What follows belongs to an exercise in optimizing a design on an open flow for small area; a production flow would make more cautious choices. The RTL was checked by simulation tests, not by an equivalence proof against the original design. Power figures rest on the tool's default switching activity, not on a simulated workload. The flow treats the clock pin as an ideal source, which a real chip does not have.

xenon:
// i2c_reg_ctrl
module i2c_reg_ctrl (
  input  logic       CLK,
  input  logic       Reset,
  input  logic       AddrMatch,
  input  logic       RW,
  input  logic       RxValid,
  input  logic [7:0] RxData,
  input  logic       RdReq,
  input  logic       StopDet,
  output logic [7:0] TxData,
  output logic       TxValid,
  output logic       TransmitPulse,
  output logic [7:0] TransmitCmd,
  output logic       Busy,
  output logic [7:0] Pointer
);
For scale: ~37000 um2 of cells after synthesis.
export LEC_CHECK = 0
export CAP_MARGIN = 20
export CORE_MARGIN = 2
export CORE_UTILIZATION = 40
export SLEW_MARGIN = 20
create_clock -name core_clock -period 10.0 [get_ports {CLK}]
standard.sh (not shown) runs the stock make flow with config.mk's settings and CLKGATE_MAP_FILE= SYNTH_SCRIPT=/design/flow/synth_recipe.tcl, a recipe that flattens the netlist after the stock synthesis.
==> flow/flow/run.sh <==
#!/bin/bash
# Standard ORFS layout with two changes:
#  * synthesis maps with an area-oriented ABC script (see synth_area.tcl);
#  * CTS uses clkbuf_8 with larger sink clusters and no dummy loads.
set -euo pipefail
export FLOW_WORK=$(pwd)
export AREA_ABC_SCRIPT=$FLOW_WORK/flow/area.abc
CTS="-sink_clustering_enable -repair_clock_nets -dont_use_dummy_load"
CTS="$CTS -buf_list sky130_fd_sc_hd__clkbuf_16 -sink_clustering_size 30 -sink_clustering_max_diameter 80"
bash standard.sh SYNTH_SCRIPT=$FLOW_WORK/flow/synth_area.tcl synth > synth.log 2>&1
bash standard.sh SYNTH_SCRIPT=$FLOW_WORK/flow/synth_area.tcl "CTS_ARGS=$CTS" finish > layout.log 2>&1
==> flow/flow/area.abc <==
&get -n
&st
&dch
&nf -R 1000
&put
==> flow/flow/synth_area.tcl <==
# The standard flow's synthesis script, with only the ABC mapping script replaced by an
# area-oriented one (no delay target, no buffering or sizing in ABC).
# Flip-flop mapping, flattening and renaming are synth_recipe.tcl's own.
proc abc {args} {
  set i [lsearch -exact $args -script]
  if {$i >= 0} {
    set args [lreplace $args [expr {$i + 1}] [expr {$i + 1}] $::env(AREA_ABC_SCRIPT)]
  }
  yosys abc {*}$args
}
source $::env(FLOW_WORK)/synth_recipe.tcl
Input changes introduced in indigo (baseline for comparison: xenon):
==> flow/flow/run.sh <==
#!/bin/bash
# Standard ORFS layout with these changes:
#  * synthesis maps with an area-oriented ABC script (see synth_area.tcl);
#  * CTS uses clkbuf_16 with larger sink clusters and no dummy loads;
#  * ports are buffered with buf_1.
set -euo pipefail
export FLOW_WORK=$(pwd)
export AREA_ABC_SCRIPT=$FLOW_WORK/flow/area.abc
CTS="-sink_clustering_enable -repair_clock_nets -dont_use_dummy_load"
CTS="$CTS -buf_list sky130_fd_sc_hd__clkbuf_16 -sink_clustering_size 30 -sink_clustering_max_diameter 80"
bash standard.sh SYNTH_SCRIPT=$FLOW_WORK/flow/synth_area.tcl synth > synth.log 2>&1
bash standard.sh SYNTH_SCRIPT=$FLOW_WORK/flow/synth_area.tcl "CTS_ARGS=$CTS" "BUFFER_PORTS_ARGS=-buffer_cell sky130_fd_sc_hd__buf_1" finish > layout.log 2>&1
-- flow/config.mk --
<<< xenon, line 6
export NUM_CORES = 4
export LEC_CHECK = 0
export CAP_MARGIN = 20
export CORE_MARGIN = 2
export CORE_UTILIZATION = 40
export SLEW_MARGIN = 20
>>> indigo, line 6
export NUM_CORES = 4
export LEC_CHECK = 0
export CAP_MARGIN = 10
export CORE_MARGIN = 2
export CORE_UTILIZATION = 58
export SLEW_MARGIN = 10
indigo finished every stage and its layout cleared the timing, design-rule and antenna checks.
Part of the cycle the worst path needs, indigo and xenon: larger value in indigo
Summary — final design instance area without fill, indigo relative to xenon: lower, by 2.1%.
Relative slew slack: indigo worse than xenon
xenon → indigo: final cell count has decreased; buffer count excluding the clock tree in the final layout now sits lower; xor-xnor portion of the synthesized cell area has remained practically unchanged.
Edits applied to the flow inputs when going from indigo to raven:
==> flow/flow/run.sh <==
#!/bin/bash
# Standard ORFS layout with two changes:
#  * synthesis maps with an area-oriented ABC script (see synth_area.tcl);
#  * CTS uses clkbuf_16 with larger sink clusters and no dummy loads;
#  * ports are buffered with buf_1.
set -euo pipefail
export FLOW_WORK=$(pwd)
export AREA_ABC_SCRIPT=$FLOW_WORK/flow/area.abc
CTS="-sink_clustering_enable -repair_clock_nets -dont_use_dummy_load"
CTS="$CTS -buf_list sky130_fd_sc_hd__clkbuf_16 -sink_clustering_size 24 -sink_clustering_max_diameter 70"
bash standard.sh SYNTH_SCRIPT=$FLOW_WORK/flow/synth_area.tcl synth > synth.log 2>&1
bash standard.sh SYNTH_SCRIPT=$FLOW_WORK/flow/synth_area.tcl "CTS_ARGS=$CTS" "BUFFER_PORTS_ARGS=-buffer_cell sky130_fd_sc_hd__buf_1" finish > layout.log 2>&1
-- flow/config.mk --
<<< indigo, line 6
export NUM_CORES = 4
export LEC_CHECK = 0
export CAP_MARGIN = 10
export CORE_MARGIN = 2
export CORE_UTILIZATION = 58
export SLEW_MARGIN = 10
>>> raven, line 6
export NUM_CORES = 4
export LEC_CHECK = 0
export CAP_MARGIN = 5
export CORE_MARGIN = 2
export CORE_UTILIZATION = 50
export SLEW_MARGIN = 5
Notes after the runs:
From raven to indigo, number of hold-slack violations in the final timing report did not move at all.
raven vs. indigo: total power grew by 3.1%, post-layout worst setup margin went down 31 ps, portion of total power attributed to sequential cells moved down, initial standard-cell utilization of the core decreased 8.0 points, power share of the combinational group decreased 0.2 points.
Diff indigo -> raven | hold slack | decrease of 3.3 ps
indigo has a higher met3 usage than raven.
Re total placed cells including tap cells: raven is 127 up on indigo.
Number of fill cells in the layout: raven vs indigo up 1243
raven vs. indigo: clock buffer count from CTS went up by about 22%.
diff inputs: raven => fjord
-- flow/config.mk --
<<< raven, line 6
export NUM_CORES = 4
export LEC_CHECK = 0
export CAP_MARGIN = 5
export CORE_MARGIN = 2
export CORE_UTILIZATION = 50
export SLEW_MARGIN = 5
>>> fjord, line 6
export NUM_CORES = 4
export LEC_CHECK = 0
export CAP_MARGIN = 20
export CORE_MARGIN = 2
export CORE_UTILIZATION = 40
export SLEW_MARGIN = 20
--- outcome ---
- Relative to raven, the peak clock frequency supported by timing of fjord is higher by 5.4%.
- fjord has more setup slack than raven.
- Compare raven and fjord | via count higher: raven
--- input diff fjord..garnet ---
==> flow/flow/run.sh <==
#!/bin/bash
# Standard ORFS layout with these changes:
#  * synthesis maps with an area-oriented ABC script (see synth_area.tcl);
#  * CTS uses clkbuf_16 with larger sink clusters and no dummy loads;
#  * ports are buffered with buf_1.
set -euo pipefail
export FLOW_WORK=$(pwd)
export AREA_ABC_SCRIPT=$FLOW_WORK/flow/area.abc
CTS="-sink_clustering_enable -repair_clock_nets -dont_use_dummy_load"
CTS="$CTS -buf_list sky130_fd_sc_hd__clkbuf_16 -sink_clustering_size 30 -sink_clustering_max_diameter 80"
bash standard.sh SYNTH_SCRIPT=$FLOW_WORK/flow/synth_area.tcl synth > synth.log 2>&1
bash standard.sh SYNTH_SCRIPT=$FLOW_WORK/flow/synth_area.tcl "CTS_ARGS=$CTS" "BUFFER_PORTS_ARGS=-buffer_cell sky130_fd_sc_hd__buf_1" finish > layout.log 2>&1
==> flow/flow/area.abc <==
&get -n
&st
&dch -x
&nf -R 1000
&put
-- flow/config.mk --
<<< fjord, line 8
export CAP_MARGIN = 20
export CORE_MARGIN = 2
export CORE_UTILIZATION = 40
export SLEW_MARGIN = 20
>>> garnet, line 8
export CAP_MARGIN = 20
export CORE_MARGIN = 2
export CORE_UTILIZATION = 66
export SLEW_MARGIN = 20
Notes after the runs:
[garnet] flow finished | final checks: failed | reasons: antenna rules
Compared with fjord, garnet shows count of clock-buffer cells in the layout that has gone down by more than 10%.
Area added between synthesis and finish in garnet is 3.1 points below fjord.
Delta (garnet minus fjord): global-route usage went up; area enclosed by the die boundary went down.
The lower horizontal die dimension of garnet and fjord is in garnet.

[what the ideal ports hide]
Ports are ideal in the flow. The routed layouts listed here were re-timed in OpenROAD. Step 1 sets driving cells, clkbuf_16 on the clock port and buf_2 on the other inputs (assumed; they add their load-dependent delay and slew). Step 2, shift: input delay + t, output delay - t, t = (earliest + latest rising clock arrival at the registers) / 2. This alone moves slack from input paths to output paths. Slacks: ideal ports / drivers / drivers and shift; pairs: ideal ports / drivers.
run | shift t [ns] | setup slack, ns | worst setup path at the end
xenon | 0.695 | 4.960 / 5.004 / 4.309 | input to register
indigo | 0.710 | 4.850 / 4.850 / 4.550 | input to register
raven | 0.725 | 4.819 / 4.819 / 4.796 | input to register
fjord | 0.714 | 5.086 / 5.086 / 4.579 | input to register
garnet | 0.697 | 5.123 / 5.123 / 4.788 | input to register
The setup slack of xenon, which loses most, moves by +0.044 ns with the drivers and by -0.651 ns with both steps.
